Source: an optimization exercise on an open RTL-to-GDS flow (aim: small area). Production flows keep margins and buffers that such runs may drop.
Where RTL was checked, it was by simulation tests only, not by an equivalence proof against the original.
No activity file was given, so power comes from the tool's default toggle rates.

==> flow/design.v (excerpt) <==
module ex_stage
#(
    parameter int XLEN = 32
) (
    input  logic            clk,
    input  logic            rst,
    input  logic            in_valid,
    input  logic [6:0]      opcode,
    input  logic [2:0]      funct3,
    input  logic [6:0]      funct7,
    input  logic [XLEN-1:0] rs1_data,
    input  logic [XLEN-1:0] rs2_data,
    input  logic [XLEN-1:0] imm,
    input  logic [XLEN-1:0] pc,
    output logic            out_valid,
    output logic [XLEN-1:0] out_result,
    output logic            out_illegal,
    output logic            redirect_valid,
    output logic [XLEN-1:0] redirect_pc
);
clock: 7.0 ns
lec_check: 0
cap_margin: 20
core_margin: 2
core_utilization: 60
cts_cluster_size: 30
slew_margin: 20
standard.sh (not shown) runs the stock make flow with config.mk's settings and CLKGATE_MAP_FILE= SYNTH_SCRIPT=/design/flow/synth_recipe.tcl, a recipe that flattens the netlist after the stock synthesis.
==> flow/flow/run.sh <==
#!/bin/bash
# The standard layout, with these changes:
#  - ABC maps with this folder's script (flow/abc.script, via flow/my_synth.tcl);
#  - full adder cells are left out, so ABC maps those gates itself;
#  - ports get the smallest buffer (buf_1).
set -euo pipefail
here=$(pwd)
cat > "$here/my_config.mk" <<EOF
include $here/config.mk
export DONT_USE_CELLS += $(cat "$here/flow/dont_use.txt")
EOF
bash standard.sh DESIGN_CONFIG="$here/my_config.mk" SYNTH_SCRIPT="$here/flow/my_synth.tcl" \
    BUFFER_PORTS_ARGS="-buffer_cell sky130_fd_sc_hd__buf_1" finish > standard.log 2>&1
==> flow/flow/abc.script <==
strash
&get -n
&st
&dch
&nf -R 1000
&put
topo
stime -c
buffer -c
upsize -c
dnsize -c
==> flow/flow/dont_use.txt <==
sky130_fd_sc_hd__fa_1 sky130_fd_sc_hd__fa_2 sky130_fd_sc_hd__fa_4
==> flow/flow/my_synth.tcl <==
# The standard flow's synthesis, with ABC run on this folder's script instead of ORFS's
set ::my_flow_dir [file dirname [file normalize [info script]]]
proc abc {args} {
  set i [lsearch $args -script]
  if {$i >= 0} {
    lset args [expr {$i + 1}] [file join $::my_flow_dir abc.script]
  }
  yosys abc {*}$args
}
source [file join $::my_flow_dir .. synth_recipe.tcl]
The starting point ran to the end with no violations.
Rerun with:
--- a/flow/flow/run.sh
+++ b/flow/flow/run.sh
@@ -5 +5,2 @@
-#  - ports get the smallest buffer (buf_1).
+#  - ports get the smallest buffer (buf_1);
+#  - CTS adds no dummy loads to balance the clock tree.
@@ -13 +14,2 @@
-    BUFFER_PORTS_ARGS="-buffer_cell sky130_fd_sc_hd__buf_1" finish > standard.log 2>&1
+    BUFFER_PORTS_ARGS="-buffer_cell sky130_fd_sc_hd__buf_1" \
+    CTS_ARGS="-sink_clustering_enable -repair_clock_nets -dont_use_dummy_load" finish > standard.log 2>&1
CTS_CLUSTER_SIZE = default   (was 30)
Outcome: Worst hold slack degrades by 0.0085 ns. Setup slack degrades by 0.035 ns. Via count fell slightly. Maximum frequency fell slightly. Die area stays the same. Non-clock buffer count stays the same. Final area fell slightly. First-iteration DRC count fell by a few percent. Total power fell by a few percent. Routed wire length stays flat.
Rerun with:
--- a/flow/flow/run.sh
+++ b/flow/flow/run.sh
@@ -5,2 +5 @@
-#  - ports get the smallest buffer (buf_1);
-#  - CTS adds no dummy loads to balance the clock tree.
+#  - ports get the smallest buffer (buf_1).
@@ -14,2 +13 @@
-    BUFFER_PORTS_ARGS="-buffer_cell sky130_fd_sc_hd__buf_1" \
-    CTS_ARGS="-sink_clustering_enable -repair_clock_nets -dont_use_dummy_load" finish > standard.log 2>&1
+    BUFFER_PORTS_ARGS="-buffer_cell sky130_fd_sc_hd__buf_1" finish > standard.log 2>&1
The changed run ran to the end with no violations.
Worst hold slack is better by 0.0085 ns.
Global-route usage rose by 0.28 points.
Wire length stays flat.
Total power is higher by 3.4%.
Clock-buffer cell count stays the same.
Via count grows by 0.34%.
Sequential power stays flat.
Design area goes up by 0.66%.
Register-to-register slack improved by 0.04 ns.
Die area is unchanged.
Clock power increases by about 16%.
Rerun with:
==> flow/flow/abc.script (replaced) <==
strash
dch
amap
topo
stime -c
buffer -c
upsize -D {D}
dnsize -D {D}
ABC_CLOCK_PERIOD_IN_PS = 5000   (was default)
Effect: Final area shrinks by about 0.9%; non-clock buffer count shrinks by 4; setup slack gains 0.069 ns; cell count hardly moves; die area shrinks by about 0.8%.


ex_stage, a different RTL version from the one above (not shown whole).
Size in the first run: ~100 flip-flops, ~220 I/O pins, ~0.0091 mm2 of cells after synthesis.
==> flow/config.mk <==
export PLATFORM = sky130hd
export DESIGN_NAME = ex_stage
export DESIGN_NICKNAME = ex_stage
export VERILOG_FILES = /design/flow/design.v
export SDC_FILE = /design/flow/constraint.sdc
export NUM_CORES = 4
export LEC_CHECK = 0
export CAP_MARGIN = 20
export CORE_MARGIN = 2
export CORE_UTILIZATION = 40
export CTS_BUF_LIST = sky130_fd_sc_hd__clkbuf_8 sky130_fd_sc_hd__clkbuf_16
export SLEW_MARGIN = 20
==> flow/constraint.sdc <==
create_clock -name core_clock -period 7.0 [get_ports {clk}]
set_input_delay 1.4000 -clock core_clock [delete_from_list [all_inputs] [get_ports {clk}]]
set_output_delay 1.4000 -clock core_clock [all_outputs]
set_load 0.01 [all_outputs]
==> flow/flow/run.sh <==
#!/bin/bash
# The standard layout, with two changes: ABC maps for area with its own
# script (flow/abc.script), and ports get the smallest buffer.
set -euo pipefail
here=$(pwd)
bash standard.sh SYNTH_SCRIPT="$here/flow/my_synth.tcl" \
    BUFFER_PORTS_ARGS="-buffer_cell sky130_fd_sc_hd__buf_1" GPL_KEEP_OVERFLOW=0 finish > standard.log 2>&1
==> flow/flow/abc.script <==
strash
&get -n
&st
&dch
&nf -R 1000
&put
topo
stime -c
buffer -c
upsize -c
dnsize -c
Scripts as last shown in full above: flow/flow/my_synth.tcl
Then changed:
--- a/flow/flow/run.sh
+++ b/flow/flow/run.sh
@@ -6,2 +6,2 @@
 bash standard.sh SYNTH_SCRIPT="$here/flow/my_synth.tcl" \
-    BUFFER_PORTS_ARGS="-buffer_cell sky130_fd_sc_hd__buf_1" GPL_KEEP_OVERFLOW=0 finish > standard.log 2>&1
+    BUFFER_PORTS_ARGS="-buffer_cell sky130_fd_sc_hd__buf_1" finish > standard.log 2>&1
- CORE_UTILIZATION: 40 -> 60
- CTS_BUF_LIST: sky130_fd_sc_hd__clkbuf_8 sky130_fd_sc_hd__clkbuf_16 -> not set
What happened: The new run finished with timing, DRC and antenna clean. Power fell by 0.36%. Wire length fell by 4.5%. Cell count fell by 5.2%. Worst setup slack is better by 0.24 ns. Clock skew barely changes. Cell area fell by 2.3%. Sequential cell count does not change. Clock power fell by about 0.8%.
Then changed:
--- a/flow/flow/run.sh
+++ b/flow/flow/run.sh
@@ -6,2 +6,2 @@
 bash standard.sh SYNTH_SCRIPT="$here/flow/my_synth.tcl" \
-    BUFFER_PORTS_ARGS="-buffer_cell sky130_fd_sc_hd__buf_1" finish > standard.log 2>&1
+    BUFFER_PORTS_ARGS="-buffer_cell sky130_fd_sc_hd__buf_1" RECOVER_POWER=100 finish > standard.log 2>&1
- CORE_UTILIZATION: 60 -> 40
- CTS_BUF_LIST: not set -> sky130_fd_sc_hd__clkbuf_8 sky130_fd_sc_hd__clkbuf_16
The changed run finished with timing, DRC and antenna clean.
Hold slack gains 0.0050 ns.
Global-route usage decreases by 11 points.
Wire length goes up by 4.0%.
Power rose by 2.8%.
Clock power climbs by 13%.
Flip-flop and latch count does not change.
Setup slack is better by 0.078 ns.
Synthesized area does not change.
Maximum frequency grows by about 1.2%.
Sequential share of layout area goes down by 0.37 points.
Combinational power hardly moves.
Then changed:
--- a/flow/flow/run.sh
+++ b/flow/flow/run.sh
@@ -6,2 +6,2 @@
 bash standard.sh SYNTH_SCRIPT="$here/flow/my_synth.tcl" \
-    BUFFER_PORTS_ARGS="-buffer_cell sky130_fd_sc_hd__buf_1" RECOVER_POWER=100 finish > standard.log 2>&1
+    BUFFER_PORTS_ARGS="-buffer_cell sky130_fd_sc_hd__buf_1" finish > standard.log 2>&1
=> The changed run produced a clean layout; worst hold slack barely changes; maximum frequency goes up by 3.9%; die area is unchanged; cell count is unchanged; total power barely changes; setup slack gains 0.23 ns; sequential share of layout area stays flat; clock-buffer cell count is unchanged; register-to-register slack gains 0.06 ns.
No functional check of the RTL was part of any run of this note.


try-garnet:
ex_stage, a different RTL version from the one above (not shown whole).
Size in the first run: roughly 1,100 cells after synthesis.
==> flow/config.mk <==
export PLATFORM = sky130hd
export DESIGN_NAME = ex_stage
export DESIGN_NICKNAME = ex_stage
export VERILOG_FILES = /design/flow/design.v
export SDC_FILE = /design/flow/constraint.sdc
export NUM_CORES = 4
export LEC_CHECK = 0
export CAP_MARGIN = 0
export CORE_MARGIN = 2
export CORE_UTILIZATION = 60
export SLEW_MARGIN = 0
==> flow/constraint.sdc <==
create_clock -name core_clock -period 7.0 [get_ports {clk}]
set_input_delay 1.4000 -clock core_clock [delete_from_list [all_inputs] [get_ports {clk}]]
set_output_delay 1.4000 -clock core_clock [all_outputs]
set_load 0.01 [all_outputs]
==> flow/flow/run.sh <==
#!/bin/bash
# The standard layout, with these changes:
#  - ABC maps with this folder's script (flow/abc.script, via flow/my_synth.tcl);
#  - full adder cells are left out, so ABC maps those gates itself;
#  - ports get the smallest buffer (buf_1);
#  - CTS builds the clock tree from clkbuf_8 and adds no dummy loads.
set -euo pipefail
here=$(pwd)
cat > "$here/my_config.mk" <<EOF
include $here/config.mk
export DONT_USE_CELLS += $(cat "$here/flow/dont_use.txt")
EOF
bash standard.sh DESIGN_CONFIG="$here/my_config.mk" SYNTH_SCRIPT="$here/flow/my_synth.tcl" \
    BUFFER_PORTS_ARGS="-buffer_cell sky130_fd_sc_hd__buf_1" \
    CTS_ARGS="-sink_clustering_enable -repair_clock_nets -dont_use_dummy_load -buf_list sky130_fd_sc_hd__clkbuf_8" finish > standard.log 2>&1
Scripts as last shown in full above: flow/flow/abc.script, flow/flow/dont_use.txt, flow/flow/my_synth.tcl
#### Input delta (try-nickel over try-garnet)
Settings: CORE_UTILIZATION now 70, was 60; CAP_MARGIN now 5, was 0; SLEW_MARGIN now 5, was 0.
Findings:
- try-nickel vs try-garnet: part of the power in combinational logic up in try-nickel
- | clock buffer count | try-garnet vs try-nickel | ≈ equal |
- try-garnet was larger in final cell area than try-nickel.
- Lower area of the die goes to try-nickel over try-garnet.
- Reported for try-nickel and try-garnet, deepest clock path buffer count turned out identical to the last digit.
- Global-route track usage on met2, try-nickel and try-garnet, higher one = try-nickel.
- Against try-garnet as the reference, try-nickel delivers a lower area added between synthesis and finish.
- Last weighted congestion value of the routability-driven placer for try-nickel: 0.016 down relative to try-garnet
- Comparing try-nickel and try-garnet, final core area utilization is lower on try-garnet.


## run A
RTL: one of the versions met above, not the one the previous note started from.
For scale: about 1,100 cells after synthesis, about 100 flip-flops, about 220 I/O pins, about 8900 sq um of cells after synthesis.
// ex_stage
module ex_stage
#(
    parameter int XLEN = 32
) (
    input  logic            clk,
    input  logic            rst,
    input  logic            in_valid,
    input  logic [6:0]      opcode,
    input  logic [2:0]      funct3,
    input  logic [6:0]      funct7,
    input  logic [XLEN-1:0] rs1_data,
    input  logic [XLEN-1:0] rs2_data,
    input  logic [XLEN-1:0] imm,
    input  logic [XLEN-1:0] pc,
    output logic            out_valid,
    output logic [XLEN-1:0] out_result,
    output logic            out_illegal,
    output logic            redirect_valid,
    output logic [XLEN-1:0] redirect_pc
);
export LEC_CHECK = 0
export CAP_MARGIN = 20
export CORE_MARGIN = 2
export CORE_UTILIZATION = 60
export SLEW_MARGIN = 20
create_clock -name core_clock -period 7.0 [get_ports {clk}]
==> flow/flow/run.sh <==
#!/bin/bash
# The standard layout, with two changes: ABC maps for area with its own
# script (flow/abc.script), and ports get the smallest buffer.
set -euo pipefail
here=$(pwd)
bash standard.sh SYNTH_SCRIPT="$here/flow/my_synth.tcl" \
    BUFFER_PORTS_ARGS="-buffer_cell sky130_fd_sc_hd__buf_1" finish > standard.log 2>&1
Scripts as last shown in full above: flow/flow/abc.script, flow/flow/my_synth.tcl
What run B does differently from run A at the input level:
==> flow/flow/run.sh <==
#!/bin/bash
# The standard layout, with these changes:
#  - ABC maps with this folder's script (flow/abc.script, via flow/my_synth.tcl);
#  - full and half adder cells are left out, so ABC maps those gates itself;
#  - ports get the smallest buffer (buf_1).
set -euo pipefail
here=$(pwd)
cat > "$here/my_config.mk" <<EOF
include $here/config.mk
export DONT_USE_CELLS += $(cat "$here/flow/dont_use.txt")
EOF
bash standard.sh DESIGN_CONFIG="$here/my_config.mk" SYNTH_SCRIPT="$here/flow/my_synth.tcl" \
    BUFFER_PORTS_ARGS="-buffer_cell sky130_fd_sc_hd__buf_1" finish > standard.log 2>&1
==> flow/flow/dont_use.txt (new file) <==
sky130_fd_sc_hd__fa_1 sky130_fd_sc_hd__fa_2 sky130_fd_sc_hd__fa_4 sky130_fd_sc_hd__ha_1 sky130_fd_sc_hd__ha_2 sky130_fd_sc_hd__ha_4
Notes after the runs:
Run B finished every stage and its layout cleared the timing, DRC and antenna checks. Transition time of the tightest slew-check pin: run B < run A. Run B: share of final-layout standard cells stronger than drive strength 1 lower than run A. Detail-routed net length per standard cell ended up 0.80 um lower on run B than on run A. Post-layout instance area shrinks by a few percent when moving from run A to run B. From run A to run B the numbers moved as follows: internal power contribution decreased by about 1.8% relative to the old numbers; power attributed to the clock group -about 2%; multi-input logic portion of the cell area up 1.6 points; clock power share fell by 0.6 points.


Another version of the RTL of ex_stage (not shown whole).
For scale: ~1200 cells after synthesis, about 100 flip-flops, roughly 220 I/O pins, ~9000 um^2 of cells after synthesis.
export LEC_CHECK = 0
export CAP_MARGIN = 20
export CORE_MARGIN = 2
export CORE_UTILIZATION = 40
export CTS_BUF_LIST = sky130_fd_sc_hd__clkbuf_8
export SLEW_MARGIN = 20
create_clock -name core_clock -period 7.0 [get_ports {clk}]
==> flow/flow/run.sh <==
#!/bin/bash
# The standard layout, with two changes: ABC maps for area with its own
# script (flow/abc.script), and ports get the smallest buffer.
set -euo pipefail
here=$(pwd)
bash standard.sh SYNTH_SCRIPT="$here/flow/my_synth.tcl" \
    BUFFER_PORTS_ARGS="-buffer_cell sky130_fd_sc_hd__buf_1" finish > standard.log 2>&1
Scripts as last shown in full above: flow/flow/abc.script, flow/flow/my_synth.tcl
The baseline went through all stages and came out clean.
Change:
Settings changed: CTS_BUF_LIST sky130_fd_sc_hd__clkbuf_8 to unset.
The changed run completed with no timing, DRC or antenna violations.
Global-route usage hardly moves.
Power climbs by 6.6%.
Sequential share of layout area fell by 0.19 points.
Setup slack got worse by 0.094 ns.
Hold slack degrades by 0.0045 ns.
No functional check of the RTL was part of any run of this note.


ex_stage, a different RTL version from the one above (not shown whole).
Size in the first run: roughly 1100 cells after synthesis, roughly 220 I/O pins, ~9200 µm² of cells after synthesis.
export LEC_CHECK = 0
export CAP_MARGIN = 20
export CORE_MARGIN = 2
export CORE_UTILIZATION = 40
export GPL_TIMING_DRIVEN = 0
export SLEW_MARGIN = 20
create_clock -name core_clock -period 7.0 [get_ports {clk}]
Scripts as last shown in full above: flow/flow/run.sh, flow/flow/abc.script, flow/flow/my_synth.tcl
Then changed:
CORE_UTILIZATION = 60   (was 40)
CTS_BUF_LIST = sky130_fd_sc_hd__clkbuf_8   (was default)
GPL_TIMING_DRIVEN = default   (was 0)
What happened:
- The changed run finished with timing, DRC and antenna clean
- sequential share of layout area climbs by 0.92 points
- critical path depth drops by 2
- power drops by 9.9%
- design area drops by 4.1%
- core utilization climbs by 21 points
- non-clock buffer count drops by 44
Then changed:
CORE_UTILIZATION = 40   (was 60)
CTS_BUF_LIST = default   (was sky130_fd_sc_hd__clkbuf_8)
Effect: Global-route usage goes down by 11 points; final cell count goes up by 6.8%; power goes up by 9.4%.
Then changed:
==> flow/flow/run.sh (replaced) <==
#!/bin/bash
# Standard ORFS layout; ports get the smallest buffer instead of clkdlybuf4s50_1.
set -euo pipefail
bash standard.sh BUFFER_PORTS_ARGS="-buffer_cell sky130_fd_sc_hd__buf_1" finish > standard.log 2>&1
removed: flow/flow/abc.script
removed: flow/flow/my_synth.tcl
The changed run finished with timing, DRC and antenna clean.
Global-route usage went up by 5.0 points.
Design area went up by a little under a tenth.
Worst setup slack gains 0.16 ns.
Power went up by a few percent.
Then changed:
==> flow/flow/run.sh (replaced) <==
#!/bin/bash
# The standard layout, with two changes: ABC maps for area with its own
# script (flow/abc.script), and ports get the smallest buffer.
set -euo pipefail
here=$(pwd)
bash standard.sh SYNTH_SCRIPT="$here/flow/my_synth.tcl" \
    BUFFER_PORTS_ARGS="-buffer_cell sky130_fd_sc_hd__buf_1" finish > standard.log 2>&1
==> flow/flow/abc.script (new file) <==
strash
dch
map -a
topo
stime -c
buffer -c
upsize -c
dnsize -c
==> flow/flow/my_synth.tcl (new file) <==
# The standard flow's synthesis, with ABC run on this folder's script instead of ORFS's
set ::my_flow_dir [file dirname [file normalize [info script]]]
proc abc {args} {
  set i [lsearch $args -script]
  if {$i >= 0} {
    lset args [expr {$i + 1}] [file join $::my_flow_dir abc.script]
  }
  yosys abc {*}$args
}
source [file join $::my_flow_dir .. synth_recipe.tcl]
After rerunning: Synthesized cell count rises by 5.9%. Setup slack gets worse by 0.048 ns. Fmax decreases by 0.75%. Cell count went up by 2.9%. Global-route usage went down by 5.6 points. Wire length fell by 26%. Die area falls by 6.5%.

==> what the ideal ports hide <==
In the flow no input, the clock included, has a driving cell. The finished layouts below were timed again as built, in two steps.
Step 1 sets driving cells, clkbuf_16 on the clock port and buf_2 on the other inputs (assumed; they add their load-dependent delay and slew).
Step 2 adds t to the input delays and takes it off the output delays; t is the mean of the earliest and latest rising clock arrival at the registers after step 1. Input paths then give back, and output paths get back, about the clock's delay inside the block.
a / b / c = no drivers / after step 1 / after step 2; a / b = the first two.
| run | t, ns | setup WS [ns] | hold slack, ns | worst register clock-pin slew, ns |
|---|---|---|---|---|
| the first run of note 1 | 0.406 | 0.480 / 0.502 / 0.095 | 0.348 / 0.348 / 0.348 | 0.09 / 0.09 |
| the second run of note 1 | 0.396 | 0.445 / 0.469 / 0.073 | 0.339 / 0.339 / 0.339 | 0.07 / 0.07 |
| the third run of note 1 | 0.406 | 0.480 / 0.502 / 0.095 | 0.348 / 0.348 / 0.348 | 0.09 / 0.09 |
| the fourth run of note 1 | 0.403 | 0.548 / 0.573 / 0.170 | 0.347 / 0.347 / 0.347 | 0.08 / 0.08 |
| the first run of note 2 | 0.410 | 0.422 / 0.440 / 0.030 | 0.350 / 0.350 / 0.350 | 0.08 / 0.08 |
| the second run of note 2 | 0.401 | 0.664 / 0.685 / 0.284 | 0.345 / 0.345 / 0.345 | 0.08 / 0.08 |
| the third run of note 2 | 0.406 | 0.742 / 0.764 / 0.357 | 0.350 / 0.350 / 0.350 | 0.08 / 0.08 |
| the fourth run of note 2 | 0.409 | 0.975 / 0.997 / 0.588 | 0.350 / 0.350 / 0.350 | 0.08 / 0.08 |
| try-garnet | 0.429 | 0.469 / 0.490 / 0.060 | 0.330 / 0.330 / 0.330 | 0.11 / 0.11 |
| try-nickel | 0.418 | 0.343 / 0.362 / -0.057 | 0.343 / 0.343 / 0.343 | 0.11 / 0.11 |
| run A | 0.401 | 0.379 / 0.404 / 0.003 | 0.344 / 0.344 / 0.344 | 0.08 / 0.08 |
| run B | 0.393 | 0.772 / 0.773 / 0.380 | 0.348 / 0.348 / 0.348 | 0.08 / 0.08 |
| the first run of note 5 | 0.448 | 0.483 / 0.499 / 0.051 | 0.355 / 0.355 / 0.355 | 0.12 / 0.12 |
| the second run of note 5 | 0.408 | 0.389 / 0.407 / -0.002 | 0.350 / 0.350 / 0.350 | 0.08 / 0.08 |
| the first run of note 6 | 0.415 | 0.282 / 0.306 / -0.109 | 0.318 / 0.318 / 0.318 | 0.08 / 0.08 |
| the second run of note 6 | 0.446 | 0.357 / 0.377 / -0.069 | 0.321 / 0.321 / 0.321 | 0.13 / 0.13 |
| the third run of note 6 | 0.419 | 0.442 / 0.465 / 0.046 | 0.324 / 0.324 / 0.324 | 0.09 / 0.09 |
| the fourth run of note 6 | 0.419 | 0.600 / 0.619 / 0.200 | 0.322 / 0.322 / 0.322 | 0.09 / 0.09 |
| the fifth run of note 6 | 0.402 | 0.552 / 0.557 / 0.155 | 0.326 / 0.326 / 0.326 | 0.09 / 0.09 |
Met with ideal ports but missed after step 2: setup timing in try-nickel, the second run of note 5, the first run of note 6 and the second run of note 6. The setup slack of the first run of note 5, which loses most, moves by +0.016 ns with the drivers and by -0.432 ns with both steps.
